Context: an optimization exercise on an open-source flow, tuned for small area. The choices shown serve that exercise and are no tape-out recipe. Only simulation tests tie the RTL to the original design; equivalence was not proved. Power figures rest on the tool's default switching activity, not on a simulated workload.

== 07-17 ==
==> flow/design.v (excerpt) <==
module rs_param_age #(
    parameter int DEPTH   = 16,
    parameter int DATA_W  = 32,
    parameter int ROB_W   = 4,
    parameter int TYPE_W  = 6,
    parameter int NUM_CDB = 2
) (
    input  logic                      clk_in,
    input  logic                      rst_n_in,
    input  logic                      rdy_in,
    input  logic                      flush_in,
    output logic                      full_out,
    input  logic                      disp_valid,
    input  logic [TYPE_W-1:0]         disp_type,
    input  logic [DATA_W-1:0]         disp_pc,
    input  logic [DATA_W-1:0]         disp_imm,
    input  logic [ROB_W-1:0]          disp_rob,
    input  logic                      disp_rdy_j,
    input  logic                      disp_rdy_k,
    input  logic [DATA_W-1:0]         disp_v_j,
    input  logic [DATA_W-1:0]         disp_v_k,
    input  logic [ROB_W-1:0]          disp_q_j,
    input  logic [ROB_W-1:0]          disp_q_k,
    input  logic                      issue_stall,
    output logic                      issue_valid,
    output logic [TYPE_W-1:0]         issue_type,
    output logic [DATA_W-1:0]         issue_pc,
  ...
export LEC_CHECK = 0
export CAP_MARGIN = 20
export CORE_MARGIN = 2
export CORE_UTILIZATION = 30
export CTS_BUF_LIST = sky130_fd_sc_hd__clkbuf_8
export CTS_CLUSTER_DIAMETER = 60
export CTS_CLUSTER_SIZE = 14
export PLACE_DENSITY = 0.35
export SLEW_MARGIN = 20
export SYNTH_HIERARCHICAL = 1
export SYNTH_MINIMUM_KEEP_SIZE = 0
create_clock -name core_clock -period 7.0 [get_ports {clk_in}]
standard.sh (not shown) runs the stock make flow with config.mk's settings and CLKGATE_MAP_FILE= SYNTH_SCRIPT=/design/flow/synth_recipe.tcl, a recipe that flattens the netlist after the stock synthesis.
==> flow/flow/run.sh <==
#!/bin/bash
# Standard synthesis unchanged, then the standard ORFS layout with these
# changes: combinational cells are set back to drive 1 after floorplan (the
# placement repair resizes where needed), port buffers are buf_1 instead of
# clkdlybuf4s50_1, and CTS inserts no dummy loads.
set -euo pipefail
bash standard.sh synth > synth.log 2>&1
CTS="-sink_clustering_enable -repair_clock_nets -sink_clustering_size 14 -sink_clustering_max_diameter 60 -buf_list sky130_fd_sc_hd__clkbuf_8 -dont_use_dummy_load"
bash standard.sh "POST_FLOORPLAN_TCL=$PWD/flow/downsize.tcl" \
    "BUFFER_PORTS_ARGS=-buffer_cell sky130_fd_sc_hd__buf_1" \
    "CTS_ARGS=$CTS" finish > layout.log 2>&1
==> flow/flow/downsize.tcl <==
# Set every combinational cell that synthesis gave more than the minimum drive
# back to drive 1; the placement-stage repair resizes or buffers again where
# slew, capacitance or timing need it. Registers keep their cells.
set n_down 0
foreach inst [[ord::get_db_block] getInsts] {
  set m [[$inst getMaster] getName]
  if {![regexp {^(sky130_fd_sc_hd__[a-z0-9]+)_([0-9]+)$} $m -> base d]} { continue }
  if {$d <= 1} { continue }
  if {[regexp {__(df|edf|sdf|dl|clk|tap|fill|decap|diode|conb)} $base]} { continue }
  set new "${base}_1"
  if {[[ord::get_db] findMaster $new] eq "NULL"} { continue }
  replace_cell [$inst getName] $new
  incr n_down
}
puts "downsize: $n_down cells set to drive 1"
--- input diff 07-17..12-03 ---
- CTS_CLUSTER_DIAMETER changed from 60 to 50
- CORE_UTILIZATION changed from 30 to 40
- PLACE_DENSITY changed from 0.35 to 0.45
==> flow/run.sh (new file) <==
#!/bin/bash
# synth_recipe.tcl (not shown) runs the flow's synth.tcl, then flattens the netlist and writes it again
# the make line also repeats each setting of config.mk as NAME=value (left out here)
make -C /OpenROAD-flow-scripts/flow DESIGN_CONFIG=/design/flow/config.mk WORK_HOME=/design/flow/orfs CLKGATE_MAP_FILE= SYNTH_SCRIPT=/design/flow/synth_recipe.tcl finish
removed: flow/flow/run.sh
removed: flow/flow/downsize.tcl
removed: flow/standard.sh
12-03 reports its end point of the critical path as full_out while 07-17 reports issue_pay_r[0]$_DFF_P_. Against 07-17 as the reference, 12-03 delivers a higher share of total power in the clock network. Delta (12-03 minus 07-17): number of buffers other than clock buffers in the final layout went down about 1.6%, clock buffer count went up 22%, post-synthesis share of cell area spent on xor and xnor gates held.

static timing again, ports no longer ideal:
In the flow no input, the clock included, has a driving cell. The finished layouts below were timed again as built, in two steps.
Step 1 (the two cells are an assumption about what drives the block):
set clk [get_ports {clk_in}]
set_driving_cell -lib_cell sky130_fd_sc_hd__clkbuf_16 $clk
set_driving_cell -lib_cell sky130_fd_sc_hd__buf_2 [delete_from_list [all_inputs] $clk]
Step 2 moves the port delays by t, midway between the first and last clock arrival at a register: inputs arrive t later, outputs are due t later. That takes back most of the time a late clock gives input paths.
Three values: no drivers, after step 1, after step 2; two values: the first two.
| run | shift t [ns] | setup WS [ns] | latest minus earliest clock arrival (ns) | worst data-port slew with drivers (ns) |
|---|---|---|---|---|
| 07-17 | 1.165 | 1.702 / 1.614 / 1.528 | 0.105 / 0.105 | 0.22 |
| 12-03 | 1.171 | 1.550 / 1.453 / 0.891 | 0.072 / 0.073 | 0.17 |
After both steps every run listed still meets setup and hold. For 12-03, which loses most, drivers alone change the setup slack by -0.097 ns; drivers and shift together by -0.659 ns.
